What follows belongs to an exercise in optimizing a design on an open flow for small area; a production flow would make more cautious choices.
RTL that was checked went through simulation tests only; none was proved equivalent to the original.
No functional check of the RTL was part of run 4.
Power is estimated from default activity; no workload was simulated.

`run.sh`:
```
#!/bin/bash
# synth_recipe.tcl (not shown) runs the flow's synth.tcl, then flattens the netlist and writes it again
# the make line also repeats each setting of config.mk as NAME=value (left out here)
make -C /OpenROAD-flow-scripts/flow DESIGN_CONFIG=/design/flow/config.mk WORK_HOME=/design/flow/orfs CLKGATE_MAP_FILE= SYNTH_SCRIPT=/design/flow/synth_recipe.tcl finish
```
`config.mk`:
```
export PLATFORM = sky130hd
export DESIGN_NAME = matmul_top
export DESIGN_NICKNAME = matmul_top
export VERILOG_FILES = /design/flow/design.v
export SDC_FILE = /design/flow/constraint.sdc
export NUM_CORES = 4
export LEC_CHECK = 0
export ABC_AREA = 1
export CAP_MARGIN = 20
export CORE_MARGIN = 2
export CORE_UTILIZATION = 65
export CTS_BUF_LIST = sky130_fd_sc_hd__clkbuf_8
export CTS_CLUSTER_DIAMETER = 50
export CTS_CLUSTER_SIZE = 20
export SLEW_MARGIN = 20
```
`constraint.sdc`:
```
create_clock -name core_clock -period 8.0 [get_ports {clk}]
set_input_delay 1.6000 -clock core_clock [delete_from_list [all_inputs] [get_ports {clk}]]
set_output_delay 1.6000 -clock core_clock [all_outputs]
set_load 0.01 [all_outputs]
```
`design.v`:
```
module weight_unpack(packed_byte, weights);
  input [7:0] packed_byte;
  wire [7:0] packed_byte;
  output [8:0] weights;
  wire [8:0] weights;
  wire n0;
  wire n1;
  wire n10;
  wire n100;
  wire n101;
  wire n102;
  wire n103;
  wire n104;
  wire n105;
  wire n106;
  wire n107;
  wire n108;
  wire n109;
  wire n11;
  wire n110;
  wire n111;
  wire n112;
  wire n113;
  wire n114;
  wire n115;
  wire n116;
  wire n117;
  wire n118;
  wire n119;
  wire n12;
  wire n120;
  wire n121;
  wire n122;
  wire n123;
  wire n124;
  wire n125;
  wire n126;
  wire n127;
  wire n128;
  wire n129;
  wire n13;
  wire n130;
  wire n131;
  wire n132;
  wire n133;
  wire n134;
  wire n135;
  wire n136;
  wire n137;
  wire n138;
  wire n139;
  wire n14;
  wire n140;
  wire n141;
  wire n142;
  wire n143;
  wire n144;
  wire n145;
  wire n146;
  wire n147;
  wire n148;
  wire n149;
  wire n15;
  wire n150;
  wire n16;
  wire n17;
  wire n18;
  wire n19;
  wire n2;
  wire n20;
  wire n21;
  wire n22;
  wire n23;
  wire n24;
  wire n25;
  wire n26;
  wire n27;
  wire n28;
  wire n29;
  wire n3;
  wire n30;
  wire n31;
  wire n32;
  wire n33;
  wire n34;
  wire n35;
  wire n36;
  wire n37;
  wire n38;
  wire n39;
  wire n4;
  wire n40;
  wire n41;
  wire n42;
  wire n43;
  wire n44;
  wire n45;
  wire n46;
  wire n47;
  wire n48;
  wire n49;
  wire n5;
  wire n50;
  wire n51;
  wire n52;
  wire n53;
  wire n54;
  wire n55;
  wire n56;
  wire n57;
  wire n58;
  wire n59;
  wire n6;
  wire n60;
  wire n61;
  wire n62;
  wire n63;
  wire n64;
  wire n65;
  wire n66;
  wire n67;
  wire n68;
  wire n69;
  wire n7;
  wire n70;
  wire n71;
  wire n72;
  wire n73;
  wire n74;
  wire n75;
  wire n76;
  wire n77;
  wire n78;
  wire n79;
  wire n8;
  wire n80;
  wire n81;
  wire n82;
  wire n83;
  wire n84;
  wire n85;
  wire n86;
  wire n87;
  wire n88;
  wire n89;
  wire n9;
  wire n90;
  wire n91;
  wire n92;
  wire n93;
  wire n94;
  wire n95;
  wire n96;
  wire n97;
  wire n98;
  wire n99;
  wire [7:0] q;
  assign n133 = 4'h1 >> { packed_byte[5], packed_byte[6] };
  assign n132 = 4'h2 >> { n133, packed_byte[7] };
  assign n131 = 4'h8 >> { n133, packed_byte[7] };
  assign n130 = 4'h4 >> { n132, packed_byte[5] };
  assign n129 = 4'h2 >> { n130, packed_byte[6] };
  assign n128 = 4'h2 >> { n132, packed_byte[5] };
  assign n127 = 4'h1 >> { n128, packed_byte[4] };
  assign n126 = 4'h2 >> { n127, n129 };
  assign n125 = 4'h1 >> { n126, n131 };
  assign n124 = 4'h1 >> { n125, packed_byte[4] };
  assign n123 = 4'h1 >> { n129, n131 };
  assign n122 = 4'h8 >> { n123, packed_byte[4] };
  assign n121 = 4'h1 >> { n122, n124 };
  assign n120 = 4'h4 >> { n121, packed_byte[3] };
  assign n119 = 4'h1 >> { n128, n130 };
  assign n118 = 4'h1 >> { n119, n124 };
  assign n117 = 4'h4 >> { n131, packed_byte[4] };
  assign n116 = 4'h1 >> { n117, n118 };
  assign n115 = 4'h1 >> { n116, n120 };
  assign n114 = 4'h1 >> { n123, n126 };
  assign n113 = 4'h2 >> { n114, n116 };
  assign n112 = 4'h1 >> { n113, n115 };
  assign n111 = 4'h1 >> { n114, n115 };
  assign n110 = 4'h1 >> { n111, packed_byte[3] };
  assign n109 = 4'h8 >> { n113, packed_byte[3] };
  assign n108 = 4'h1 >> { n109, n110 };
  assign n107 = 4'h4 >> { n108, packed_byte[2] };
  assign n106 = 4'h1 >> { n110, n121 };
  assign n105 = 4'h8 >> { n114, n120 };
  assign n104 = 4'h1 >> { n105, n106 };
  assign n103 = 4'h1 >> { n104, n107 };
  assign n102 = 4'h1 >> { n103, n112 };
  assign n101 = 4'h2 >> { n102, packed_byte[7] };
  assign n100 = 4'h8 >> { n101, n133 };
  assign n99 = 4'h2 >> { n102, n131 };
  assign n97 = 4'h1 >> { n98, n132 };
  assign n96 = 4'h1 >> { n101, n132 };
  assign n95 = 4'h1 >> { n102, packed_byte[2] };
  assign n94 = 4'h1 >> { n106, n112 };
  assign n93 = 4'h8 >> { n94, packed_byte[2] };
  assign n92 = 4'h1 >> { n93, n95 };
  assign n91 = 4'h4 >> { n92, packed_byte[1] };
  assign n90 = 4'h1 >> { n95, n108 };
  assign n89 = 4'h8 >> { n107, n112 };
  assign n88 = 4'h1 >> { n89, n90 };
  assign n87 = 4'h1 >> { n88, n91 };
  assign n86 = 4'h1 >> { n94, n103 };
  assign n85 = 4'h1 >> { n86, n87 };
  assign n84 = 4'h4 >> { n101, n111 };
  assign n83 = 4'h2 >> { n84, n125 };
  assign n82 = 4'h1 >> { n83, n98 };
  assign n81 = 4'h4 >> { n102, n132 };
  assign n80 = 4'h1 >> { n81, n101 };
  assign n79 = 4'h4 >> { n80, n111 };
  assign n78 = 4'h4 >> { n79, n85 };
  assign n77 = 4'h1 >> { n78, n82 };
  assign n76 = 4'h1 >> { n79, n82 };
  assign n75 = 4'h2 >> { n82, n85 };
  assign n74 = 4'h1 >> { n75, n76 };
  assign n72 = 4'h4 >> { n73, n85 };
  assign n71 = 4'h1 >> { n76, n85 };
  assign n69 = 4'h1 >> { n70, n75 };
  assign n68 = 4'h2 >> { n86, n88 };
  assign n67 = 4'h1 >> { n68, n87 };
  assign n66 = 4'h1 >> { n85, packed_byte[1] };
  assign n65 = 4'h8 >> { n68, packed_byte[1] };
  assign n64 = 4'h1 >> { n65, n66 };
  assign n63 = 4'h4 >> { n64, packed_byte[0] };
  assign n62 = 4'h1 >> { n66, n92 };
  assign n61 = 4'h8 >> { n86, n91 };
  assign n60 = 4'h1 >> { n61, n62 };
  assign n59 = 4'h1 >> { n60, n63 };
  assign n58 = 4'h1 >> { n59, n67 };
  assign n57 = 4'h2 >> { n58, n80 };
  assign n56 = 4'h8 >> { n57, n69 };
  assign n55 = 4'h8 >> { n69, n80 };
  assign n54 = 4'h4 >> { n55, n58 };
  assign n53 = 4'h8 >> { n70, n80 };
  assign n52 = 4'h1 >> { n53, n101 };
  assign n51 = 4'h1 >> { n52, n111 };
  assign n50 = 4'h8 >> { n52, n111 };
  assign n49 = 4'h1 >> { n50, n51 };
  assign n48 = 4'h4 >> { n52, n111 };
  assign n47 = 4'h2 >> { n52, n111 };
  assign n46 = 4'h1 >> { n47, n48 };
  assign n43 = 4'h4 >> { n44, n45 };
  assign n41 = 4'h1 >> { n43, n42 };
  assign n40 = 4'h8 >> { n41, n73 };
  assign n39 = 4'h1 >> { n41, n73 };
  assign weights[7] = 4'h1 >> { n39, n40 };
  assign n38 = 4'h8 >> { n43, n42 };
  assign weights[6] = 4'h1 >> { n38, n41 };
  assign n37 = 4'h1 >> { n70, n80 };
  assign n36 = 4'h1 >> { n37, n53 };
  assign n35 = 4'h1 >> { n43, n58 };
  assign n34 = 4'h8 >> { n35, n69 };
  assign n33 = 4'h1 >> { n34, n36 };
  assign weights[5] = 4'h1 >> { n33, n45 };
  assign n32 = 4'h8 >> { n44, n58 };
  assign n31 = 4'h1 >> { n32, n35 };
  assign n30 = 4'h8 >> { n31, weights[5] };
  assign n29 = 4'h1 >> { n35, n69 };
  assign n28 = 4'h4 >> { n29, n30 };
  assign n27 = 4'h1 >> { n34, n40 };
  assign weights[4] = 4'h4 >> { n27, n28 };
  assign n26 = 4'h1 >> { n31, weights[5] };
  assign n25 = 4'h1 >> { n26, n40 };
  assign n24 = 4'h4 >> { n25, n30 };
  assign n23 = 4'h1 >> { n30, n40 };
  assign n22 = 4'h4 >> { n23, n26 };
  assign n21 = 4'h4 >> { n60, n67 };
  assign n20 = 4'h2 >> { n64, packed_byte[0] };
  assign n19 = 4'h2 >> { n20, n21 };
  assign n18 = 4'h1 >> { n40, n59 };
  assign n17 = 4'h4 >> { n18, n19 };
  assign n16 = 4'h8 >> { n21, packed_byte[0] };
  assign n15 = 4'h8 >> { n58, packed_byte[0] };
  assign n13 = 4'h4 >> { n14, n64 };
  assign n12 = 4'h2 >> { n63, n67 };
  assign n11 = 4'h2 >> { n12, n60 };
  assign n10 = 4'h1 >> { n11, n59 };
  assign n9 = 4'h2 >> { n58, n63 };
  assign n8 = 4'h1 >> { n9, n10 };
  assign n7 = 4'h4 >> { n8, n13 };
  assign n6 = 4'h1 >> { n19, n59 };
  assign n4 = 4'h4 >> { n5, n40 };
  assign n3 = 4'h1 >> { n58, packed_byte[0] };
  assign n2 = 4'h1 >> { n3, n14 };
  assign n1 = 4'h2 >> { n20, n59 };
  assign n0 = 4'h8 >> { n60, n63 };
  assign n150 = 4'h1 >> { n0, n1 };
  assign n149 = 4'h4 >> { n150, n14 };
  assign n148 = 4'h4 >> { n2, n64 };
  assign n147 = 4'h1 >> { n148, n10 };
  assign n145 = 4'h8 >> { n146, n2 };
  assign n144 = 4'h1 >> { n21, packed_byte[0] };
  assign n143 = 4'h8 >> { n60, packed_byte[0] };
  assign n142 = 4'h2 >> { n143, n64 };
  assign n141 = 4'h4 >> { n142, n144 };
  assign weights[1] = 4'h1 >> { n140, n40 };
  assign n139 = 4'h2 >> { n67, packed_byte[0] };
  assign n138 = 4'h1 >> { n139, n63 };
  assign n137 = 4'h2 >> { n138, n60 };
  assign n136 = 4'h1 >> { n137, n40 };
  assign n135 = 4'h4 >> { n136, n1 };
  assign n134 = 4'h1 >> { n146, n40 };
  assign weights[8] = 4'h1 >> { n40, n42 };
  assign n98 = 4'he >> { n100, n99 };
  assign n42 = 4'he >> { n97, n96 };
  assign n73 = 4'hb >> { n77, n74 };
  assign n70 = 4'he >> { n72, n71 };
  assign n45 = 4'he >> { n56, n54 };
  assign n44 = 4'hb >> { n49, n46 };
  assign weights[3] = 4'he >> { n24, n22 };
  assign n14 = 4'he >> { n16, n15 };
  assign n5 = 4'hb >> { n7, n6 };
  assign weights[2] = 4'he >> { n17, n4 };
  assign n146 = 4'hb >> { n149, n147 };
  assign n140 = 4'he >> { n145, n141 };
  assign weights[0] = 4'he >> { n135, n134 };
  assign q[7:6] = 2'h0;
endmodule
module mac_row (
    input  logic clk,
    input  logic [2:0] w,
    input  logic [7:0] act,
    input  logic fresh,
    output logic [16:0] head
);
    logic [3:0][16:0] ring;
    logic [8:0] mag;
    logic [8:0] x;
    logic [9:0] t;
    logic [16:0] base;
    logic [17:0] c;
    logic [16:0] sum;
    always_comb begin
        case (w[1:0])
            2'd1: mag = {act[7], act[7], act[7:1]};
            2'd2: mag = {act[7], act};
            2'd3: mag = {act, 1'b0};
            default: mag = 9'd0;
        endcase
    end
    assign x = mag ^ {9{w[2]}};
    assign t = {~x[8], x};
    assign base = fresh ? 17'd0 : ring[0];
    assign c[0] = w[2];
    genvar i;
    generate
        for (i = 0; i < 10; i++) begin : g_add
            assign sum[i] = base[i] ^ t[i] ^ c[i];
            assign c[i+1] = (base[i] & t[i]) | (c[i] & (base[i] ^ t[i]));
        end
        for (i = 10; i < 17; i++) begin : g_inc
            assign sum[i] = base[i] ^ c[i];
            assign c[i+1] = base[i] & c[i];
        end
    endgenerate
    always_ff @(posedge clk) begin
        ring <= {sum, ring[3:1]};
    end
    assign head = ring[0];
endmodule
module matmul_top (
    input  logic clk,
    input  logic reset,
    input  logic [7:0] weight_in,
    input  logic [7:0] act_in,
    input  logic read_req,
    output logic read_ack,
    output logic [7:0] out_data,
    output logic out_valid
);
    localparam logic [2:0] st_idle = 3'd0;
    localparam logic [2:0] st_drain = 3'd1;
    localparam logic [2:0] st_capture = 3'd2;
    localparam logic [2:0] st_ack = 3'd3;
    localparam logic [2:0] st_stream = 3'd4;
    logic [1:0] slice;
    logic [2:0] state;
    logic end_seen;
    logic [5:0] cnt;        
    logic [1:0] frem;       
    logic late;             
    logic late_next;
    logic flush, capture, fresh, inj, stream_done;
    assign flush = (slice == 2'd3);
    assign capture = (state == st_capture);
    assign read_ack = (state == st_ack);
    assign fresh = (frem != 2'd0);
    assign inj = capture | (cnt == 6'd1) | (cnt == 6'd2) | (cnt == 6'd3);
    assign out_valid = (cnt[5:1] != 5'd0);
    assign stream_done = (cnt == 6'd0);
    always_ff @(posedge clk) begin
        if (reset || capture) begin
            slice <= 2'd0;
        end else begin
            slice <= slice + 2'd1;
        end
    end
    always_ff @(posedge clk) begin
        if (reset) begin
            state <= st_idle;
            end_seen <= 1'b0;
        end else begin
            case (state)
                st_idle: if (read_req) state <= st_drain;
                st_drain: if (flush && end_seen) state <= st_capture;
                st_capture: state <= st_ack;
                st_ack: if (!read_req) state <= st_stream;
                st_stream: if (stream_done) state <= st_idle;
                default: state <= st_idle;
            endcase
            if (state == st_idle) begin
                end_seen <= flush;
            end else if (state == st_drain && flush) begin
                end_seen <= 1'b1;
            end
        end
    end
    always_ff @(posedge clk) begin
        if (reset) begin
            cnt <= 6'd0;
        end else if (capture) begin
            cnt <= 6'd1;
        end else if (cnt == 6'd0 || cnt == 6'd49) begin
            cnt <= 6'd0;
        end else begin
            cnt <= cnt + 6'd1;
        end
    end
    always_ff @(posedge clk) begin
        if (reset) begin
            frem <= 2'd2;
        end else if (capture) begin
            frem <= 2'd1;
        end else if (flush && frem != 2'd0) begin
            frem <= frem - 2'd1;
        end
    end
    always_ff @(posedge clk) begin
        late <= late_next;
    end
    logic [7:0] nblk;
    logic [7:0] ncap;
    always_ff @(posedge clk) begin
        if (flush) begin
            nblk <= fresh ? 8'd1 : nblk + 8'd1;
        end
        if (capture) begin
            ncap <= nblk;
        end
    end
    logic [8:0] wdec;
    logic [8:0] wl1, wl2, wl3;
    logic [11:0][2:0] wcur;
    logic [7:0] d1, d2, d3;
    logic [7:0] act;
    logic [7:0] act_d4;
    weight_unpack u_unpack (
        .packed_byte (weight_in),
        .weights     (wdec)
    );
    always_ff @(posedge clk) begin
        wl1 <= wdec;
        wl2 <= wl1;
        wl3 <= wl2;
        d1 <= act_in;
        d2 <= d1;
        d3 <= d2;
        act_d4 <= d3;
    end
    always_ff @(posedge clk) begin
        if (flush) begin
            wcur <= {wdec, wl1, wl2, wl3};
        end
    end
    assign late_next = capture | (late & ~flush);
    always_ff @(posedge clk) begin
        act <= late_next ? act_d4 : d3;
    end
    logic [11:0][16:0] head;
    genvar r, k;
    generate
        for (r = 0; r < 12; r++) begin : g_row
            mac_row u_row (
                .clk   (clk),
                .w     (wcur[r]),
                .act   (act),
                .fresh (fresh),
                .head  (head[r])
            );
        end
    endgenerate
    logic [45:1][7:0] conv;
    generate
        for (k = 1; k < 45; k++) begin : g_conv
            if (k % 4 == 1) begin : g_inj
                always_ff @(posedge clk) begin
                    conv[k] <= inj ? head[k / 4][16:9] : conv[k + 1];
                end
            end else begin : g_shift
                always_ff @(posedge clk) begin
                    conv[k] <= conv[k + 1];
                end
            end
        end
    endgenerate
    always_ff @(posedge clk) begin
        conv[45] <= head[11][16:9];
    end
    always_ff @(posedge clk) begin
        out_data <= conv[1] - ncap;
    end
endmodule
```
==> results.cfg, run 1 <==
[synth]
synth_async_sr_flop_share = 0
synth_area_leaders = dfxtp_1 (69%), fa_1 (5.9%), edfxtp_1 (4.2%)
yosysTopAreaCell = dfxtp_1
synth_edf_count = 52
yosysUniqueCellTypes = 41
yosys-top-cells-count = dfxtp_1 (1266), nand2_1 (314), inv_1 (290)
synth_area_um2 = 36800
synth_top_area_frac = 0.688
avgSynthCellArea_um2 = 13.4
seq_area_frac_synth = 0.730
yosysMostFrequentCell = dfxtp_1
yosys_warnings = 2
synth.net_count = 2978
synthesis.instances = 2759
ys_ff_latch = 1318
synth_ff_type = dfxtp_1

[sta]
hold_viol = 0
maxSlewHeadroom = 0.214
max_freq_ghz = 0.148
rsz0062_at_grt = false
final_max_slew_viol_count = 0
hold_ws_ns = 0.314
fin_skew_ns = 0.0293
setup_viol = 0
tightest_slew_ns = 1.18
finalCritPeriodShare = 0.846
tns_ns = 0
finalCriticalPeriod_ns = 6.77

[layout]
drive_above_1_share = 0.0956
final-instance-count-excl-fill = 3624
final_nets = 3042
area_growth_pct = 7.38

[global_routing]
grt_pass1_wl_mm = 87.1
grt_pass1_vias = 18100
antenna_found_initial = 1
grt_usage = 0.184
grt_max_degree = 66
gr-total-overflow = 0

[clock_network]
cts_resized = 0
cts_max_level = 3
postCtsHoldBufs = 0
clkLatencyLatePin_ns = 0.70
clkSinkCount = 1318
cts_setup_buffers = 0
clk_pin_slew_ns = 0.11
cts_buffers = 87
root_buffer = clkbuf_8
cts_tree = yes
clockBufferDepth = 3

[floorplanning]
initial_utilization = 0.656
num_rows = 87
dieArea_um2 = 58600
fp.dieH_um = 242
core_area_um2 = 56200
io_pins = 29
die_w_um = 242

[detailed_routing]
wl_per_cell_um = 14.3
routed_wl_mm = 51.9
via_per_inst = 4.79
drtIter0Drc = 837
dr.pass1.iters = 6
ant_nets = 0
drc = 0
vias = 17400

[worst_setup_path]
crit_buf_inv = 2
worstSetupPathType = flip-flop to flip-flop
cp.arrival_ns = 7.39
cp_data_required_time_ns = 8.62
cp_slowest_stage_delay_ns = 0.68
cp_slowest_cell = inv_1
worst_path_most_repeated_cell = fa_1
r2r-start = act[0]$_DFF_P_
setup.worst_path.end = g_row[0].u_row.ring[67]$_DFF_P_
worstRegToRegCells = 21
path_cells = inv_1, o21ai_0, nand2_1, o21ai_0, fa_1, fa_1, fa_1, fa_1, fa_1, fa_1, fa_1, fa_1, inv_1, fa_1, ha_1, ha_1, ha_1, ha_1, ha_1, ha_1, xnor2_1
worstSetupEndpointType = flip-flop
cp_max_fo = 24
critPathLaunch = act[0]$_DFF_P_
path_delay_family = adder cells
regToRegSetupSlack_ns = 1.23
worst_setup_path_start_kind = flip-flop
r2r_end = g_row[0].u_row.ring[67]$_DFF_P_
cp.depth = 21

[status]
status = finished clean

[job]
cap_violations = 0

[placed_design]
placedCellCount = 3490
dp_hpwl_mm = 33.2
gp_congestion = 0.809
portBuffers = 28

[pwr]
ir_worst_vdd_mv = 0.234
p_per_area_nw_per_um2 = 355
total_power_w = 0.0141
p_leak_nw = 17.3

[min_path]
hold_path_class = flip-flop to flip-flop
metrics by stage:
| stage | util | setup slack (ns) | area [um2] |
|---|---|---|---|
| after floorplan | - | 1.89 | 36800 |
| after global placement | 0.676 | 1.38 | 37900 |
| after detailed placement | 0.676 | 1.22 | 37900 |
| after CTS | 0.704 | 1.14 | 39600 |
| after global routing | 0.704 | 0.904 | 39600 |
| final | 0.704 | 1.23 | 39600 |
cells by family after synthesis:
family / Yosys count / synth area share
flip-flops: 1318 / 0.730
adder cells (fa/ha/maj): 200 / 0.0901
AO/OA/AOI/OAI: 216 / 0.0339
XOR/XNOR: 129 / 0.0307
buffers and inverters: 366 / 0.0373
multiplexers: 96 / 0.0293
AND/OR/NAND/NOR: 434 / 0.0482
routing by layer:
metal / vias up / global-route usage / share of wire
met4: 0 / 0.0675 / 0.022
met1: 8186 / 0.236 / 0.45
met3: 101 / 0.0371 / 0.052
met5: - / 0 / 0
li1: 8732 / - / -
met2: 338 / 0.312 / 0.48
layout make-up:
type                            instances  area [um2]
Tap cell                              756         946
Fill cell                            3974       16600
Clock inverter                         42         357
Inverter                              299        1120
Clock buffer                           91        1250
Timing Repair Buffer                   42         385
Sequential cell                      1318       26900
Antenna cell                            1        2.50
Multi-Input combinational cell       1075        8580
cells in the final DEF, fill, tap and decap left out, types with 3 or more instances in the layout:
master / count
a21oi_1: 86
buf_4: 14
clkbuf_8: 91
clkdlybuf4s50_1: 28
clkinv_2: 3
clkinv_4: 5
clkinv_8: 4
dfxtp_1: 1266
edfxtp_1: 52
fa_1: 109
ha_1: 89
inv_1: 299
inv_2: 7
inv_4: 3
inv_6: 10
inv_8: 4
mux2_2: 96
nand2_1: 314
nand2_2: 18
nand2_4: 5
nand3_1: 16
nand4_1: 4
nor2_1: 63
nor3_1: 5
o21ai_0: 39
o221ai_1: 15
o22ai_1: 63
xnor2_1: 32
xor2_1: 97
registers in the layout, summed over array words and instances (netlist names):
name	count
act	8
act_d4	8
cnt	6
conv	360
d1	8
d2	8
d3	8
end_seen	1
frem	2
g_row.u_row.ring	816
late	1
nblk	8
ncap	8
out_data	8
slice	2
state	3
wcur	36
wl1	9
wl2	9
wl3	9
report_power, final:
part           internal, W  switching, W  leakage, nW  total, W
logic             0.000800       0.00134         5.58   0.00214
clock network      0.00112       0.00198        0.860   0.00310
registers          0.00833      0.000488         10.9   0.00882
worst register-to-register path: stages (launching register included):
cell and delay [ns]:
dfxtp_1 0.32, inv_1 0.68, o21ai_0 0.36, nand2_1 0.12
o21ai_0 0.13, fa_1 0.49, fa_1 0.48, fa_1 0.46
fa_1 0.49, fa_1 0.47, fa_1 0.47, fa_1 0.46
fa_1 0.42, inv_1 0.09, fa_1 0.22, ha_1 0.16
ha_1 0.15, ha_1 0.15, ha_1 0.15, ha_1 0.15
ha_1 0.15, xnor2_1 0.12
worst min-delay path by stage:
stage	end	start	cells after the start	slack, ns
global placement	g_row[1].u_row.ring[37]$_DFF_P_	g_row[1].u_row.ring[54]$_DFF_P_	0	0.31
detailed placement	g_row[0].u_row.ring[8]$_DFF_P_	g_row[0].u_row.ring[25]$_DFF_P_	0	0.31
finish	d3[6]$_DFF_P_	d2[6]$_DFF_P_	0	0.31
global route	d3[6]$_DFF_P_	d2[6]$_DFF_P_	0	0.31
floorplan	conv[104]$_DFF_P_	conv[112]$_DFF_P_	0	0.31
CTS	d3[1]$_DFF_P_	d2[1]$_DFF_P_	0	0.31
==> run 2, diff against run 1 <==
--- a/config.mk
+++ b/config.mk
@@ -10,6 +10,6 @@
 export CORE_MARGIN = 2
 export CORE_UTILIZATION = 65
-export CTS_BUF_LIST = sky130_fd_sc_hd__clkbuf_8
-export CTS_CLUSTER_DIAMETER = 50
-export CTS_CLUSTER_SIZE = 20
+export CTS_BUF_LIST = sky130_fd_sc_hd__clkbuf_16
+export CTS_CLUSTER_DIAMETER = 65
+export CTS_CLUSTER_SIZE = 25
 export SLEW_MARGIN = 20
==> run 2 against run 1 <==
Against the previous run:
- clock power rose by 6%
- first-iteration DRC count rose by 5.3%
- largest cell class unchanged
- maximum frequency fell by 0.12%
- sequential share of layout area fell by 0.11 points
- via count fell by 0.94%
- design area rose by 0.17%
- register-to-register slack barely moved
- clock skew fell by 0.014 ns
- die area did not move
- power rose by 1.3%
==> results.cfg, run 2 <==
[synth]
synth_edf_count = 52
synth_ff_type = dfxtp_1
yosysTopAreaCell = dfxtp_1
avgSynthCellArea_um2 = 13.4
seq_area_frac_synth = 0.730
synth_top_area_frac = 0.688
yosys_warnings = 2
yosysUniqueCellTypes = 41
synthesis.instances = 2759
ys_ff_latch = 1318
yosysMostFrequentCell = dfxtp_1
synth.net_count = 2978
yosys-top-cells-count = dfxtp_1 (1266), nand2_1 (314), inv_1 (290)
synth_area_um2 = 36800
synth_async_sr_flop_share = 0
synth_area_leaders = dfxtp_1 (69%), fa_1 (5.9%), edfxtp_1 (4.2%)

[clock_network]
cts_setup_buffers = 0
clockBufferDepth = 3
clkSinkCount = 1318
cts_buffers = 60
cts_resized = 0
cts_tree = yes
postCtsHoldBufs = 0
cts_max_level = 2
root_buffer = clkbuf_16
clk_pin_slew_ns = 0.09
clkLatencyLatePin_ns = 0.65

[layout]
reg.largest.list = g_row.u_row.ring x816, conv x360, wcur x36
largest_reg_flops = 816
antenna_cells = 0
top_register = g_row.u_row.ring
drive_above_1_share = 0.0782
utilization = 0.705
layout_common_cells = dfxtp_1 (1266), nand2_1 (314), inv_1 (296)
final-instance-count-excl-fill = 3571
finish.instance_area_um2 = 39600
final_common_cell = dfxtp_1
final_nets = 3015
area_growth_pct = 7.56

[pwr]
p_per_area_nw_per_um2 = 360
p_leak_nw = 17.3
ir_worst_vdd_mv = 0.256

[min_path]
holdPathStages = 0
hold_path_class = flip-flop to flip-flop

[global_routing]
gr-total-overflow = 0
grt_max_degree = 66
grt_util_met3 = 0.0335
busiest_layer = met2
antenna_found_initial = 0
grt_usage = 0.184
grt_pass1_vias = 17900
use_met2 = 0.315
use_met1 = 0.241
grt_pass1_wl_mm = 87.2

[floorplanning]
io_pins = 29
die_w_um = 242
initial_utilization = 0.656
num_rows = 87
core_area_um2 = 56200
fp.dieH_um = 242
dieArea_um2 = 58600

[placed_design]
placed_area_um2 = 37900
dp_hpwl_mm = 33.2
placedCellCount = 3490
portBuffers = 28
gp_congestion = 0.809

[worst_setup_path]
worstSetupPathType = flip-flop to flip-flop
worstSetupEndpointType = flip-flop
worst_setup_path_start_kind = flip-flop
worstRegToRegCells = 21
regToRegSetupSlack_ns = 1.22
cp_data_required_time_ns = 8.56
cp_max_fo = 24
cp.arrival_ns = 7.34

[detailed_routing]
dr.pass1.iters = 7
drc = 0
via_per_inst = 4.81
ant_nets = 0
wl_per_cell_um = 14.5
vias = 17200
routed_wl_mm = 51.9
drtIter0Drc = 881

[sta]
tns_ns = 0
hold_ws_ns = 0.326
tightest_slew_ns = 1.19
maxSlewHeadroom = 0.209
final_max_slew_viol_count = 0
finalCritPeriodShare = 0.847
setup_viol = 0
fin_skew_ns = 0.0151
max_freq_ghz = 0.147
finalCriticalPeriod_ns = 6.78
rsz0062_at_grt = false
hold_viol = 0

[job]
cap_violations = 0

[status]
status = finished clean
[run 2: where the power goes]
group	internal (W)	switching (W)	leakage, nW
Clock	0.00142	0.00186	0.846
Combinational	0.000801	0.00135	5.58
Sequential	0.00833	0.000491	10.9
[run 2: cell type report]
type	instances	area (um2)
clock buffers	61	1530
flip-flops and latches	1318	26900
clock inverters	20	151
multi-input cells	1075	8580
well taps	756	946
repair buffers	42	385
fillers	3948	16500
inverters	299	1120
[run 2: path summary, 6_finish.rpt]
path,start,endpoint
setup / recovery,act[0]$_DFF_P_,g_row[0].u_row.ring[67]$_DFF_P_
setup reg to reg,act[0]$_DFF_P_,g_row[0].u_row.ring[67]$_DFF_P_
hold reg to reg,g_row[10].u_row.ring[25]$_DFF_P_,g_row[10].u_row.ring[8]$_DFF_P_
hold / removal,g_row[10].u_row.ring[25]$_DFF_P_,g_row[10].u_row.ring[8]$_DFF_P_
[run 2: per-layer routing]
metal,share of wire,vias to the layer above
met4,0.022,0
met5,0,-
met3,0.047,98
met2,0.48,301
li1,-,8653
met1,0.45,8142
[run 2: kinds of logic after synthesis]
family | count (synthesis) | share of synthesized area
xor+xnor | 129 | 0.0307
buf+inv | 366 | 0.0373
mux | 96 | 0.0293
simple gates | 434 | 0.0482
flops | 1318 | 0.730
fa+ha+maj | 200 | 0.0901
compound gates | 216 | 0.0339
[run 2: critical path, stage by stage (launching register included)]
cell and delay, ns:
dfxtp_1 0.31, inv_1 0.70, o21ai_0 0.36, nand2_1 0.12, o21ai_0 0.13, fa_1 0.49
fa_1 0.48, fa_1 0.46, fa_1 0.49, fa_1 0.47, fa_1 0.47, fa_1 0.46
fa_1 0.42, inv_1 0.09, fa_1 0.21, ha_1 0.16, ha_1 0.15, ha_1 0.15
ha_1 0.15, ha_1 0.15, ha_1 0.15, xnor2_1 0.12
[run 2: per-stage QoR]
stage | worst slack, ns | power, W
6_report | 1.22 | 0.0142
5_1_grt | 0.925 | 0.0151
4_1_cts | 1.15 | 0.0144
3_5_place_dp | 1.22 | 0.0111
3_3_place_gp | 1.38 | 0.0110
2_1_floorplan | 1.89 | 0.0103
==> run 3, diff against run 2 <==
==> flow/run.sh (new file) <==
#!/bin/bash
set -euo pipefail
export CTS_ARGS="-sink_clustering_enable -repair_clock_nets -buf_list sky130_fd_sc_hd__clkbuf_16 -sink_clustering_size 25 -sink_clustering_max_diameter 65 -dont_use_dummy_load"
bash standard.sh > standard_flow.log 2>&1
==> standard.sh (new file) <==
#!/bin/bash
# synth_recipe.tcl (not shown) runs the flow's synth.tcl, then flattens the netlist and writes it again
# the make line also repeats each setting of config.mk as NAME=value (left out here)
make -C /OpenROAD-flow-scripts/flow DESIGN_CONFIG=/design/flow/config.mk WORK_HOME=/design/flow/orfs CLKGATE_MAP_FILE= SYNTH_SCRIPT=/design/flow/synth_recipe.tcl "${@:-finish}"
removed: run.sh
==> run 3 against run 2 <==
Against the previous run:
- worst setup slack lost 0.0014 ns
- flip-flop and latch count is the same
- count of clock-buffer cells in the layout shrank 1
- critical path depth is the same
- cell count shrank 0.59%
- maximum frequency is essentially flat
- synthesized area is the same
- global-route usage shrank 0.082 points
- register-to-register slack is essentially flat
- highest routed layer unchanged
==> results.cfg, run 3 <==
[worst_setup_path]
cp_data_required_time_ns = 8.54
cp_slowest_stage_delay_ns = 0.68
worst_setup_path_start_kind = flip-flop
cp_slowest_cell = inv_1
cp_max_fo = 24
cp.arrival_ns = 7.32
worst_path_most_repeated_cell = fa_1
worstSetupPathType = flip-flop to flip-flop
path_cells = inv_1, o21ai_0, nand2_1, o21ai_0, fa_1, fa_1, fa_1, fa_1, fa_1, fa_1, fa_1, fa_1, inv_1, fa_1, ha_1, ha_1, ha_1, ha_1, ha_1, ha_1, xnor2_1
path_delay_family = adder cells
crit_buf_inv = 2
worstSetupEndpointType = flip-flop

[synth]
seq_area_frac_synth = 0.730
synth_area_leaders = dfxtp_1 (69%), fa_1 (5.9%), edfxtp_1 (4.2%)
synth_area_um2 = 36800
avgSynthCellArea_um2 = 13.4
synthesis.instances = 2759
synth.net_count = 2978
yosysUniqueCellTypes = 41
yosys_warnings = 2
yosysTopAreaCell = dfxtp_1
ys_ff_latch = 1318
synth_async_sr_flop_share = 0
synth_edf_count = 52
synth_ff_type = dfxtp_1
synth_top_area_frac = 0.688
yosysMostFrequentCell = dfxtp_1
yosys-top-cells-count = dfxtp_1 (1266), nand2_1 (314), inv_1 (290)

[sta]
max_freq_ghz = 0.147
fin_skew_ns = 0.0349
tightest_slew_ns = 1.20
maxSlewHeadroom = 0.200
hold_viol = 0
finalCriticalPeriod_ns = 6.78
setup_viol = 0
final_max_slew_viol_count = 0
finalCritPeriodShare = 0.848
tns_ns = 0
rsz0062_at_grt = false

[detailed_routing]
vias = 17200
wl_per_cell_um = 14.6
routed_wl_mm = 51.7
dr.pass1.iters = 7
drtIter0Drc = 934
via_per_inst = 4.84
ant_nets = 0
drc = 0

[layout]
reg.largest.list = g_row.u_row.ring x816, conv x360, wcur x36
top_register = g_row.u_row.ring
seq_area_um2 = 26900
final_common_cell = dfxtp_1
layout_common_cells = dfxtp_1 (1266), nand2_1 (314), inv_1 (290)
utilization = 0.702
area_growth_pct = 7.08
n_fill_cell = 3974
final_nets = 3015
drive_above_1_share = 0.0752
multi_input_area_um2 = 8580
antenna_cells = 0
largest_reg_flops = 816

[global_routing]
grt_max_degree = 66
grt_usage = 0.183
grt_pass1_vias = 17800
gr-total-overflow = 0
grt_pass1_wl_mm = 86.7
antenna_found_initial = 0

[placed_design]
gp_congestion = 0.809
portBuffers = 28
dp_hpwl_mm = 33.2

[floorplanning]
num_rows = 87
initial_utilization = 0.656
dieArea_um2 = 58600
io_pins = 29
fp.dieH_um = 242
core_area_um2 = 56200
die_w_um = 242

[pwr]
p_per_area_nw_per_um2 = 357
p_leak_nw = 17.2
ir_worst_vdd_mv = 0.251

[job]
cap_violations = 0

[clock_network]
cts_setup_buffers = 0
cts_max_level = 2
clkSinkCount = 1318
clockBufferDepth = 3
cts_buffers = 60
clk_pin_slew_ns = 0.09
root_buffer = clkbuf_16
cts_resized = 0
postCtsHoldBufs = 0
cts_tree = yes
clkLatencyLatePin_ns = 0.64

[status]
status = finished clean

[min_path]
hold_path_class = flip-flop to flip-flop
[run 3: path summary, 6_finish.rpt]
| path | depth (start not counted) | to | from | slack (ns) |
|---|---|---|---|---|
| max reg2reg | 21 | g_row[0].u_row.ring[67]$_DFF_P_ | act[0]$_DFF_P_ | 1.22 |
| max | 21 | g_row[0].u_row.ring[67]$_DFF_P_ | act[0]$_DFF_P_ | 1.22 |
| min reg2reg | 0 | g_row[8].u_row.ring[35]$_DFF_P_ | g_row[8].u_row.ring[52]$_DFF_P_ | 0.29 |
| min | 0 | g_row[8].u_row.ring[35]$_DFF_P_ | g_row[8].u_row.ring[52]$_DFF_P_ | 0.29 |
[run 3: logic make-up (layout without fill, tap and decap cells)]
family | count (synthesis) | in the layout | synth area share
AOI/OAI and AO/OA | 216 | 216 | 0.0339
xor gates and xnor gates | 129 | 129 | 0.0307
adders and majority gates | 200 | 200 | 0.0901
buffers and inverters | 366 | 401 | 0.0373
DFF | 1318 | 1318 | 0.730
muxes | 96 | 96 | 0.0293
and+or+nand+nor | 434 | 434 | 0.0482
[run 3: layout make-up]
class | count | area share
well taps | 756 | 0.0240
multi-input cells | 1075 | 0.218
inverters | 299 | 0.0285
clock buffers | 60 | 0.0381
repair buffers | 42 | 0.00977
flip-flops and latches | 1318 | 0.682
[run 3: power breakdown]
group	switching, W	internal [W]
Sequential	0.000490	0.00833
Clock	0.00180	0.00133
Combinational	0.00135	0.000801
Total	0.00363	0.0105
[run 3: layer usage]
layer | vias to the layer above | track usage | wire (um)
li1 | 8635 | - | -
met1 | 8127 | 0.239 | 23100
met2 | 306 | 0.313 | 24800
met3 | 104 | 0.0343 | 2540
met4 | 0 | 0.0521 | 1270
met5 | - | 0 | 0
[run 3: through the flow]
step,hold WS [ns],instances,area (um2),power (W),worst slack (ns)
after detailed placement,0.312,3490,37900,0.0111,1.22
after CTS,0.291,3550,39400,0.0143,1.15
after global routing,0.280,3550,39400,0.0149,0.923
after global placement,0.310,3490,37900,0.0110,1.38
final,0.294,3550,39400,0.0141,1.22
after floorplan,0.310,2759,36800,0.0103,1.89
==> run 4, diff against run 3 <==
--- a/design.v
+++ b/design.v
@@ -328,5 +328,5 @@
     logic [8:0] mag;
     logic [8:0] x;
-    logic [9:0] t;
+    logic [16:0] t;
     logic [16:0] base;
     logic [17:0] c;
@@ -341,17 +341,13 @@
     end
     assign x = mag ^ {9{w[2]}};
-    assign t = {~x[8], x};
+    assign t = {{8{x[8]}}, x};
     assign base = fresh ? 17'd0 : ring[0];
     assign c[0] = w[2];
     genvar i;
     generate
-        for (i = 0; i < 10; i++) begin : g_add
+        for (i = 0; i < 17; i++) begin : g_add
             assign sum[i] = base[i] ^ t[i] ^ c[i];
             assign c[i+1] = (base[i] & t[i]) | (c[i] & (base[i] ^ t[i]));
         end
-        for (i = 10; i < 17; i++) begin : g_inc
-            assign sum[i] = base[i] ^ c[i];
-            assign c[i+1] = base[i] & c[i];
-        end
     endgenerate
     always_ff @(posedge clk) begin
@@ -440,14 +436,4 @@
         late <= late_next;
     end
-    logic [7:0] nblk;
-    logic [7:0] ncap;
-    always_ff @(posedge clk) begin
-        if (flush) begin
-            nblk <= fresh ? 8'd1 : nblk + 8'd1;
-        end
-        if (capture) begin
-            ncap <= nblk;
-        end
-    end
     logic [8:0] wdec;
     logic [8:0] wl1, wl2, wl3;
@@ -509,5 +495,5 @@
     end
     always_ff @(posedge clk) begin
-        out_data <= conv[1] - ncap;
+        out_data <= conv[1];
     end
 endmodule
==> run.sh (new file) <==
#!/bin/bash
# synth_recipe.tcl (not shown) runs the flow's synth.tcl, then flattens the netlist and writes it again
# the make line also repeats each setting of config.mk as NAME=value (left out here)
make -C /OpenROAD-flow-scripts/flow DESIGN_CONFIG=/design/flow/config.mk WORK_HOME=/design/flow/orfs CLKGATE_MAP_FILE= SYNTH_SCRIPT=/design/flow/synth_recipe.tcl finish
removed: flow/run.sh
removed: standard.sh
==> run 4 against run 3 <==
Against the previous run:
- clock skew decreased by 0.017 ns
- worst setup slack got worse by 0.99 ns
- combinational power increased by 83%
- design area increased by 2.9%
- largest power group unchanged
- highest routed layer unchanged
- register-to-register slack got worse by 0.99 ns
- largest cell class unchanged
- non-clock buffer count increased by 99
==> results.cfg, run 4 <==
[synth]
synth_top_area_frac = 0.693
synthesis.instances = 2674
synth_edf_count = 36
ys_ff_latch = 1302
yosys_warnings = 2
yosysMostFrequentCell = dfxtp_1
yosysTopAreaCell = dfxtp_1
seq_area_frac_synth = 0.723
yosysUniqueCellTypes = 40
synth_ff_type = dfxtp_1
synth_area_leaders = dfxtp_1 (69%), fa_1 (9.9%), nand2_1 (3.2%)
yosys-top-cells-count = dfxtp_1 (1266), nand2_1 (307), inv_1 (267)
synth.net_count = 2884
avgSynthCellArea_um2 = 13.7
synth_area_um2 = 36600
synth_async_sr_flop_share = 0

[sta]
hold_viol = 0
max_freq_ghz = 0.129
tightest_slew_ns = 0.986
setup_viol = 0
tns_ns = 0
maxSlewHeadroom = 0.343
finalCritPeriodShare = 0.971
hold_ws_ns = 0.317
final_max_slew_viol_count = 0
fin_skew_ns = 0.0183
finalCriticalPeriod_ns = 7.77

[clock_network]
clkLatencyLatePin_ns = 0.65
root_buffer = clkbuf_16
cts_tree = yes
cts_max_level = 2
cts_buffers = 59
clockBufferDepth = 3
clk_pin_slew_ns = 0.09
clkSinkCount = 1302

[layout]
reg.largest.list = g_row.u_row.ring x816, conv x360, wcur x36
top_register = g_row.u_row.ring
finish.instance_area_um2 = 40600
largest_reg_flops = 816
area_growth_pct = 11.0
final_nets = 3019
final_common_cell = dfxtp_1
drive_above_1_share = 0.160
layout_common_cells = dfxtp_1 (1266), nand2_1 (306), inv_1 (270)
antenna_cells = 0
n_fill_cell = 3704
utilization = 0.734

[placed_design]
portBuffers = 28
gp_congestion = 0.859
placed_area_um2 = 38500
dp_hpwl_mm = 38.2

[worst_setup_path]
cp_max_fo = 3
worstSetupEndpointType = flip-flop
cp.arrival_ns = 8.30
worstSetupPathType = flip-flop to flip-flop
cp_data_required_time_ns = 8.53
worst_setup_path_start_kind = flip-flop

[detailed_routing]
routed_wl_mm = 57.7
dr.pass1.iters = 6
drtIter0Drc = 861
drc = 0
ant_nets = 0
wl_per_cell_um = 16.2
via_per_inst = 4.81
vias = 17200

[floorplanning]
dieArea_um2 = 58200
initial_utilization = 0.661
num_rows = 86
io_pins = 29
core_area_um2 = 55300
die_w_um = 241
fp.dieH_um = 241

[global_routing]
gr-total-overflow = 0
grt_pass1_wl_mm = 93.5
grt_pass1_vias = 18300
grt_usage = 0.207
antenna_found_initial = 0
grt_max_degree = 63

[job]
cap_violations = 0

[pwr]
p_leak_nw = 16.7
p_per_area_nw_per_um2 = 445
ir_worst_vdd_mv = 0.300

[min_path]
hold_path_class = flip-flop to flip-flop

[status]
status = finished clean
==> run 4: cell type report <==
cell class | count | area [um2] | area share
timing repair buffer | 141 | 1250 | 0.0309
tap | 748 | 936 | 0.0231
sequential | 1302 | 26400 | 0.651
clock inverter | 16 | 129 | 0.00318
multi-input combinational | 1030 | 9300 | 0.229
clock buffer | 60 | 1500 | 0.0370
inverter | 275 | 1040 | 0.0256
==> run 4: cells by family after synthesis <==
group | Yosys count | synth area share
buf+inv | 342 | 0.0351
simple gates | 412 | 0.0463
flops | 1302 | 0.723
fa+ha+maj | 191 | 0.102
mux | 96 | 0.0296
xor+xnor | 134 | 0.0321
compound gates | 197 | 0.0318
==> run 4: worst max-delay path: stages, from the launching register on <==
cell	delay, ns
edfxtp_1	0.43
nor2_2	0.13
inv_1	0.11
o22ai_2	0.24
o21ai_2	0.09
fa_2	0.41
fa_2	0.40
fa_1	0.46
fa_2	0.41
fa_2	0.41
fa_1	0.46
fa_2	0.45
fa_2	0.41
fa_2	0.42
fa_2	0.41
fa_2	0.41
fa_2	0.40
fa_2	0.40
fa_2	0.40
fa_1	0.46
xnor2_2	0.15
xor2_1	0.16
==> run 4: final timing paths <==
path	start	end	slack (ns)	depth (start not counted)
max	wcur[4]$_DFFE_PP_	g_row[1].u_row.ring[67]$_DFF_P_	0.23	21
min reg2reg	g_row[7].u_row.ring[21]$_DFF_P_	g_row[7].u_row.ring[4]$_DFF_P_	0.32	0
min	g_row[7].u_row.ring[21]$_DFF_P_	g_row[7].u_row.ring[4]$_DFF_P_	0.32	0
max reg2reg	wcur[4]$_DFFE_PP_	g_row[1].u_row.ring[67]$_DFF_P_	0.23	21
==> run 4: per-stage QoR <==
step	power, W	instances	setup WS, ns
final	0.0181	3572	0.228
after global routing	0.0192	3572	-0.0126
after CTS	0.0182	3568	0.00250
after detailed placement	0.0148	3482	-0.291
after global placement	0.0146	3482	-0.233
after floorplan	0.0132	2674	-0.0424
==> run 4: layer usage <==
| metal | up-vias | GRT usage | part of all wire |
|---|---|---|---|
| met1 | 8259 | 0.272 | 0.44 |
| met3 | 120 | 0.0268 | 0.037 |
| li1 | 8501 | - | - |
| met4 | 0 | 0.0685 | 0.028 |
| met2 | 308 | 0.357 | 0.49 |
| met5 | - | 0 | 0 |
==> run 4: where the power goes <==
part	internal [W]	switching, W	total, W	leakage [nW]
clock	0.00139	0.00185	0.00324	0.826
sequential	0.00990	0.000978	0.0109	11.0
combinational	0.00172	0.00222	0.00394	4.85
==> run 4: repair_timing <==
item / CTS / global route
buffers inserted: 10 / 3
hold buffers: 0 / 0
pin swaps: 4 / 20
endpoints found under the setup margin: 16 / 19
cloned: 0 / 1
resized for setup: 34 / 60
==> run 5, diff against run 4 <==
--- a/design.v
+++ b/design.v
@@ -328,5 +328,5 @@
     logic [8:0] mag;
     logic [8:0] x;
-    logic [16:0] t;
+    logic [9:0] t;
     logic [16:0] base;
     logic [17:0] c;
@@ -341,13 +341,17 @@
     end
     assign x = mag ^ {9{w[2]}};
-    assign t = {{8{x[8]}}, x};
+    assign t = {~x[8], x};
     assign base = fresh ? 17'd0 : ring[0];
     assign c[0] = w[2];
     genvar i;
     generate
-        for (i = 0; i < 17; i++) begin : g_add
+        for (i = 0; i < 10; i++) begin : g_add
             assign sum[i] = base[i] ^ t[i] ^ c[i];
             assign c[i+1] = (base[i] & t[i]) | (c[i] & (base[i] ^ t[i]));
         end
+        for (i = 10; i < 17; i++) begin : g_inc
+            assign sum[i] = base[i] ^ c[i];
+            assign c[i+1] = base[i] & c[i];
+        end
     endgenerate
     always_ff @(posedge clk) begin
@@ -371,8 +375,10 @@
     localparam logic [2:0] st_ack = 3'd3;
     localparam logic [2:0] st_stream = 3'd4;
+    logic [9:0] cyc;        
     logic [1:0] slice;
+    logic [7:0] nblk;       
     logic [2:0] state;
     logic end_seen;
-    logic [5:0] cnt;        
+    logic busy;             
     logic [1:0] frem;       
     logic late;             
@@ -383,12 +389,25 @@
     assign read_ack = (state == st_ack);
     assign fresh = (frem != 2'd0);
-    assign inj = capture | (cnt == 6'd1) | (cnt == 6'd2) | (cnt == 6'd3);
-    assign out_valid = (cnt[5:1] != 5'd0);
-    assign stream_done = (cnt == 6'd0);
+    assign slice = cyc[1:0];
+    assign nblk = cyc[9:2];
+    assign inj = capture | (busy & (cyc[9:2] == 8'd0) & (cyc[1:0] != 2'd3));
+    assign out_valid = busy & (cyc != 10'd0);
+    assign stream_done = ~busy;
     always_ff @(posedge clk) begin
-        if (reset || capture) begin
-            slice <= 2'd0;
+        if (reset) begin
+            cyc <= {8'hff, 2'd0};
+        end else if (capture) begin
+            cyc <= 10'd0;
         end else begin
-            slice <= slice + 2'd1;
+            cyc <= cyc + 10'd1;
+        end
+    end
+    always_ff @(posedge clk) begin
+        if (reset) begin
+            busy <= 1'b0;
+        end else if (capture) begin
+            busy <= 1'b1;
+        end else if (cyc == 10'd48) begin
+            busy <= 1'b0;
         end
     end
@@ -415,15 +434,4 @@
     always_ff @(posedge clk) begin
         if (reset) begin
-            cnt <= 6'd0;
-        end else if (capture) begin
-            cnt <= 6'd1;
-        end else if (cnt == 6'd0 || cnt == 6'd49) begin
-            cnt <= 6'd0;
-        end else begin
-            cnt <= cnt + 6'd1;
-        end
-    end
-    always_ff @(posedge clk) begin
-        if (reset) begin
             frem <= 2'd2;
         end else if (capture) begin
@@ -436,4 +444,10 @@
         late <= late_next;
     end
+    logic [7:0] ncap;
+    always_ff @(posedge clk) begin
+        if (capture) begin
+            ncap <= nblk;
+        end
+    end
     logic [8:0] wdec;
     logic [8:0] wl1, wl2, wl3;
@@ -495,5 +509,5 @@
     end
     always_ff @(posedge clk) begin
-        out_data <= conv[1];
+        out_data <= conv[1] - ncap;
     end
 endmodule
==> flow/run.sh (new file) <==
#!/bin/bash
set -euo pipefail
export CTS_ARGS="-sink_clustering_enable -repair_clock_nets -buf_list sky130_fd_sc_hd__clkbuf_16 -sink_clustering_size 25 -sink_clustering_max_diameter 65 -dont_use_dummy_load"
bash standard.sh > standard_flow.log 2>&1
==> standard.sh (new file) <==
#!/bin/bash
# synth_recipe.tcl (not shown) runs the flow's synth.tcl, then flattens the netlist and writes it again
# the make line also repeats each setting of config.mk as NAME=value (left out here)
make -C /OpenROAD-flow-scripts/flow DESIGN_CONFIG=/design/flow/config.mk WORK_HOME=/design/flow/orfs CLKGATE_MAP_FILE= SYNTH_SCRIPT=/design/flow/synth_recipe.tcl "${@:-finish}"
removed: run.sh
==> run 5 against run 4 <==
Against the previous run:
- combinational power down about 40%
- still clean
- sequential power down 18%
- flip-flop and latch count up 11
- worst setup slack better by 1.0 ns
- critical path depth down 1
- clock skew up 0.041 ns
- critical endpoint is now g_row[0].u_row.ring[66]$_DFF_P_
==> results.cfg, run 5 <==
[sta]
tns_ns = 0
hold_viol = 0
finalCriticalPeriod_ns = 6.74
tightest_slew_ns = 1.10
setup_viol = 0
max_freq_ghz = 0.148
maxSlewHeadroom = 0.267
finalCritPeriodShare = 0.842
rsz0062_at_grt = false
final_max_slew_viol_count = 0
fin_skew_ns = 0.0590

[synth]
synth_area_um2 = 36600
yosys_warnings = 2
synth_ff_type = dfxtp_1
synth_area_leaders = dfxtp_1 (69%), fa_1 (6.0%), edfxtp_1 (3.6%)
synth_edf_count = 44
synth.net_count = 2956
synth_top_area_frac = 0.694
yosysMostFrequentCell = dfxtp_1
yosys-top-cells-count = dfxtp_1 (1269), inv_1 (297), nand2_1 (297)
yosysTopAreaCell = dfxtp_1
synthesis.instances = 2741
yosysUniqueCellTypes = 39
avgSynthCellArea_um2 = 13.3
synth_async_sr_flop_share = 0
ys_ff_latch = 1313
seq_area_frac_synth = 0.731

[placed_design]
placedCellCount = 3459
dp_hpwl_mm = 32.8
portBuffers = 28
gp_congestion = 0.831

[detailed_routing]
ant_nets = 0
via_per_inst = 4.83
drtIter0Drc = 969
drc = 0
dr.pass1.iters = 5
wl_per_cell_um = 14.5
vias = 17000
routed_wl_mm = 50.9

[clock_network]
clkLatencyLatePin_ns = 0.64
clkSinkCount = 1313
root_buffer = clkbuf_16
cts_buffers = 60
cts_setup_buffers = 0
postCtsHoldBufs = 0
clk_pin_slew_ns = 0.09
cts_resized = 0
cts_tree = yes
cts_max_level = 2
clockBufferDepth = 3

[pwr]
ir_worst_vdd_mv = 0.228
p_leak_nw = 17.2
p_per_area_nw_per_um2 = 368

[layout]
largest_reg_flops = 816
top_register = g_row.u_row.ring
layout_common_cells = dfxtp_1 (1269), inv_1 (297), nand2_1 (296)
final_nets = 2988
final-instance-count-excl-fill = 3519
area_growth_pct = 6.99
drive_above_1_share = 0.0743
final_common_cell = dfxtp_1
n_fill_cell = 3901
antenna_cells = 0
reg.largest.list = g_row.u_row.ring x816, conv x360, wcur x36

[worst_setup_path]
path_delay_family = adder cells
path_cells = inv_1, o21ai_0, nand2_1, o21ai_0, fa_1, fa_1, fa_1, fa_1, fa_1, fa_1, fa_1, fa_1, inv_1, fa_1, ha_1, ha_1, ha_1, ha_1, ha_1, ha_1
cp_data_required_time_ns = 8.50
worst_path_most_repeated_cell = fa_1
worstSetupPathType = flip-flop to flip-flop
crit_buf_inv = 2
cp_max_fo = 24
cp.arrival_ns = 7.24
worst_setup_path_start_kind = flip-flop
regToRegSetupSlack_ns = 1.26
cp_slowest_cell = inv_1
cp_slowest_stage_delay_ns = 0.65
worstSetupEndpointType = flip-flop

[global_routing]
grt_max_degree = 58
antenna_found_initial = 0
gr-total-overflow = 0
grt_usage = 0.181
grt_pass1_wl_mm = 83.7
grt_pass1_vias = 16900

[floorplanning]
initial_utilization = 0.660
num_rows = 86
dieArea_um2 = 58200
fp.dieH_um = 241
die_w_um = 241
core_area_um2 = 55400
io_pins = 29

[job]
cap_violations = 0

[status]
status = finished clean

[min_path]
hold_path_class = flip-flop to flip-flop
[run 5: final timing paths]
path	start	to	depth (start not counted)
hold reg to reg	g_row[0].u_row.ring[20]$_DFF_P_	g_row[0].u_row.ring[3]$_DFF_P_	0
setup reg to reg	act[0]$_DFF_P_	g_row[0].u_row.ring[66]$_DFF_P_	20
hold / removal	g_row[0].u_row.ring[20]$_DFF_P_	g_row[0].u_row.ring[3]$_DFF_P_	0
setup / recovery	act[0]$_DFF_P_	g_row[0].u_row.ring[66]$_DFF_P_	20
[run 5: cells by family after synthesis]
group           count (synthesis)  synth area share
flops                        1313             0.731
simple gates                  412            0.0461
buf+inv                       371            0.0381
compound gates                224            0.0354
fa+ha+maj                     196            0.0894
xor+xnor                      129            0.0309
mux                            96            0.0296
[run 5: per-stage QoR]
| stage | setup slack (ns) | hold slack (ns) | util | total power [W] | instance area, um2 |
|---|---|---|---|---|---|
| final | 1.26 | 0.292 | 0.706 | 0.0144 | 39100 |
| after global routing | 0.952 | 0.300 | 0.706 | 0.0153 | 39100 |
| after CTS | 1.23 | 0.293 | 0.706 | 0.0146 | 39100 |
| after detailed placement | 1.30 | 0.312 | 0.679 | 0.0115 | 37600 |
| after global placement | 1.43 | 0.309 | 0.679 | 0.0113 | 37600 |
| after floorplan | 1.88 | 0.310 | - | 0.0106 | 36600 |
[run 5: metal layers]
layer / GRT usage / part of all wire
met5: 0 / 0
met3: 0.0270 / 0.036
met1: 0.245 / 0.47
met2: 0.303 / 0.47
met4: 0.0576 / 0.023
[run 5: layout make-up]
type / instances / area [um2] / share of cell area
Clock buffer: 60 / 1500 / 0.0384
Multi-Input combinational cell: 1057 / 8490 / 0.217
Inverter: 304 / 1140 / 0.0292
Tap cell: 748 / 936 / 0.0239
Sequential cell: 1313 / 26700 / 0.683
Timing Repair Buffer: 37 / 348 / 0.00889
[run 5: where the power goes]
| group | switching [W] | leakage, nW | internal [W] | total (W) |
|---|---|---|---|---|
| logic | 0.00148 | 5.60 | 0.000897 | 0.00238 |
| clock network | 0.00178 | 0.739 | 0.00133 | 0.00311 |
| registers | 0.000525 | 10.8 | 0.00839 | 0.00891 |
| total | 0.00379 | 17.2 | 0.0106 | 0.0144 |
==> run 6, diff against run 5 <==
==> flow/run.sh (replaced) <==
#!/bin/bash
set -euo pipefail
export CTS_ARGS="-sink_clustering_enable -repair_clock_nets -buf_list sky130_fd_sc_hd__clkbuf_4 -sink_clustering_size 12 -sink_clustering_max_diameter 35 -dont_use_dummy_load"
bash standard.sh > standard_flow.log 2>&1
--- a/config.mk
+++ b/config.mk
@@ -9,5 +9,5 @@
 export CAP_MARGIN = 20
 export CORE_MARGIN = 2
-export CORE_UTILIZATION = 65
+export CORE_UTILIZATION = 78
 export CTS_BUF_LIST = sky130_fd_sc_hd__clkbuf_16
 export CTS_CLUSTER_DIAMETER = 65
==> run 6 against run 5 <==
Against the previous run:
- count of clock-buffer cells in the layout increased by 84
- still clean on timing, DRC and antenna
- global-route usage rose by 5.4 points
- combinational power grew 2%
- design area shrank 1.4%
- cell count shrank 1.4%
- first-iteration DRC count increased by 29%
==> results.cfg, run 6 <==
[global_routing]
antenna_found_initial = 2
grt_max_degree = 68
grt_pass1_wl_mm = 88.3
use_met2 = 0.398
grt_util_met3 = 0.0628
busiest_layer = met2
grt_pass1_vias = 18700
gr-total-overflow = 0
use_met1 = 0.284
grt_usage = 0.235

[clock_network]
clk_pin_slew_ns = 0.12
clockBufferDepth = 3
cts_max_level = 4
cts_resized = 0
cts_setup_buffers = 0
clkLatencyLatePin_ns = 0.99
cts_tree = yes
postCtsHoldBufs = 0
cts_buffers = 144
clkSinkCount = 1313
root_buffer = clkbuf_4

[synth]
synth_edf_count = 44
yosysTopAreaCell = dfxtp_1
ys_ff_latch = 1313
synth_top_family_by_area = adder cells
synth_xor_area_frac = 0.0309
seq_area_frac_synth = 0.731
synthMuxAreaShare = 0.0296
synth_area_um2 = 36600
synthAdderAreaFrac = 0.0894
avgSynthCellArea_um2 = 13.3
yosysMostFrequentCell = dfxtp_1
synthesis.instances = 2741
yosysUniqueCellTypes = 39
synth.net_count = 2956
yosys.area_share.simple = 0.0461
yosys-top-cells-count = dfxtp_1 (1269), inv_1 (297), nand2_1 (297)
synth_ff_type = dfxtp_1
synth_async_sr_flop_share = 0
synth_compound_area_frac = 0.0354
yosys_warnings = 2
synth_top_area_frac = 0.694
synth_area_leaders = dfxtp_1 (69%), fa_1 (6.0%), edfxtp_1 (3.6%)

[placed_design]
portBuffers = 28
gp_congestion = 0.853
post-place-ws_ns = 1.19
dp_hpwl_mm = 35.0

[layout]
drive_above_1_share = 0.103
seq_area_um2 = 26700
final_nets = 3076
layout_common_cells = dfxtp_1 (1269), inv_1 (297), nand2_1 (296)
multi_input_area_um2 = 8490
n_fill_cell = 2476
reg.largest.list = g_row.u_row.ring x816, conv x360, wcur x36
largest_reg_flops = 816
top_register = g_row.u_row.ring
area_growth_pct = 5.47
final_common_cell = dfxtp_1

[detailed_routing]
drc = 0
via_per_inst = 5.13
dr.pass1.iters = 6
ant_nets = 0
drtIter0Drc = 1249
vias = 17800
routed_wl_mm = 53.8
wl_per_cell_um = 15.5

[sta]
setup_ws_ns = 1.22
tightest_slew_ns = 1.16
fin_skew_ns = 0.0798
setup_viol = 0
hold_viol = 0
rsz0062_at_grt = false
tns_ns = 0
finalCriticalPeriod_ns = 6.78
finalCritPeriodShare = 0.847
maxSlewHeadroom = 0.228
max_freq_ghz = 0.148
final_max_slew_viol_count = 0

[pwr]
p_leak_nw = 17.1
switching_share = 0.276
combPwrFrac = 0.174
p_per_area_nw_per_um2 = 363
p_switching_w = 0.00385
clock_power_share = 0.187
ir_worst_vdd_mv = 0.325
p_seq_frac = 0.639
internal_power_w = 0.0101

[floorplanning]
io_pins = 29
die_w_um = 221
num_rows = 79
core_area_um2 = 46500
fp.dieH_um = 221
initial_utilization = 0.787
dieArea_um2 = 48600

[worst_setup_path]
regToRegSetupSlack_ns = 1.22
r2r_end = g_row[3].u_row.ring[66]$_DFF_P_
worstSetupPathType = flip-flop to flip-flop
cp_max_fo = 67
worst_setup_path_start_kind = flip-flop
cp.arrival_ns = 7.67
critPathLaunch = frem[0]$_SDFFE_PP0P_
worstSetupEndpointType = flip-flop
r2r-start = frem[0]$_SDFFE_PP0P_
cp_data_required_time_ns = 8.89
worstRegToRegCells = 21

[min_path]
holdPathEnd = g_row[2].u_row.ring[24]$_DFF_P_
hold_path_class = flip-flop to flip-flop
holdPathStages = 0
hold_path.startpoint = g_row[2].u_row.ring[41]$_DFF_P_

[status]
status = finished clean

[job]
cap_violations = 0
==> run 6: logic make-up after synthesis <==
logic type / count (synthesis)
buffers and inverters: 371
AO/OA/AOI/OAI: 224
adder cells (fa/ha/maj): 196
AND/OR/NAND/NOR: 412
XOR/XNOR: 129
multiplexers: 96
flip-flops: 1313
==> run 6: per-layer routing <==
metal	vias to the layer above	wire length, um
li1	8782	-
met1	8377	22800
met2	468	26200
met3	157	3060
met4	0	1740
met5	-	0
==> run 6: power groups by stage <==
stage | clock, W | combinational (W) | sequential (W)
2_1_floorplan | 0 | 0.00173 | 0.00883
4_1_cts | 0.00271 | 0.00246 | 0.00896
3_5_place_dp | 0 | 0.00242 | 0.00909
3_3_place_gp | 0 | 0.00230 | 0.00899
5_1_grt | 0.00297 | 0.00277 | 0.00909
6_report | 0.00262 | 0.00243 | 0.00894
==> run 6: how the worst max path moves through the flow <==
stage,to,slack (ns),depth (start not counted)
floorplan,g_row[0].u_row.ring[66]$_DFF_P_,1.88,23
global placement,g_row[3].u_row.ring[66]$_DFF_P_,1.37,21
detailed placement,g_row[11].u_row.ring[67]$_DFF_P_,1.19,22
CTS,g_row[3].u_row.ring[66]$_DFF_P_,1.18,21
global route,g_row[11].u_row.ring[67]$_DFF_P_,0.83,22
finish,g_row[3].u_row.ring[66]$_DFF_P_,1.22,21
==> run 6: final cells by class <==
cell class | instances | area share
Multi-Input combinational cell | 1057 | 0.220
Inverter | 304 | 0.0296
Timing Repair Buffer | 41 | 0.00979
Tap cell | 607 | 0.0197
Antenna cell | 3 | 0.000195
Sequential cell | 1313 | 0.693
Clock buffer | 144 | 0.0280
==> run 6: worst max-delay path, stage by stage, from the launching register on <==
cell and delay, ns:
dfxtp_1 0.32, inv_1 0.11, ha_4 0.69, buf_4 0.39, buf_4 0.41, nand2_1 0.14, fa_1 0.46, fa_1 0.39
fa_1 0.40, fa_1 0.41, fa_1 0.40, fa_1 0.40, fa_1 0.40, fa_1 0.36, inv_1 0.08, fa_1 0.26
ha_1 0.18, ha_1 0.14, ha_1 0.15, ha_1 0.17, ha_1 0.17, ha_1 0.23
==> run 6: per-stage QoR <==
| step | area, um2 | utilization | cells | hold WS, ns | power, W |
|---|---|---|---|---|---|
| after global routing | 38600 | 0.830 | 3469 | 0.247 | 0.0148 |
| after detailed placement | 37500 | 0.807 | 3322 | 0.312 | 0.0115 |
| after floorplan | 36600 | - | 2741 | 0.310 | 0.0106 |
| after global placement | 37500 | 0.807 | 3322 | 0.310 | 0.0113 |
| after CTS | 38600 | 0.830 | 3466 | 0.251 | 0.0141 |
| final | 38600 | 0.830 | 3469 | 0.265 | 0.0140 |

-- re-timing with driven ports --
The results above use ideal ports. As a check the final layouts listed here were re-extracted and re-timed, cells and wires unchanged.
Step 1 sets driving cells, clkbuf_16 on the clock port and buf_2 on the other inputs (assumed; they add their load-dependent delay and slew).
Step 2 also shifts input and output timing later by t, the mid clock arrival at the registers, as if the neighbouring blocks saw the same clock.
Three values: ideal, step 1, step 2; two values: the first two.
run	t (ns)	setup WS [ns]	worst register clock-pin slew, ns
run 1	0.737	1.228 / 1.228 / 1.228	0.12 / 0.12
run 2	0.700	1.220 / 1.220 / 1.220	0.09 / 0.09
run 3	0.684	1.219 / 1.219 / 1.219	0.09 / 0.09
run 4	0.698	0.228 / 0.228 / 0.228	0.09 / 0.09
run 5	0.668	1.263 / 1.263 / 1.263	0.09 / 0.09
run 6	1.005	1.224 / 1.224 / 1.224	0.12 / 0.12
After both steps every run listed still meets setup and hold.
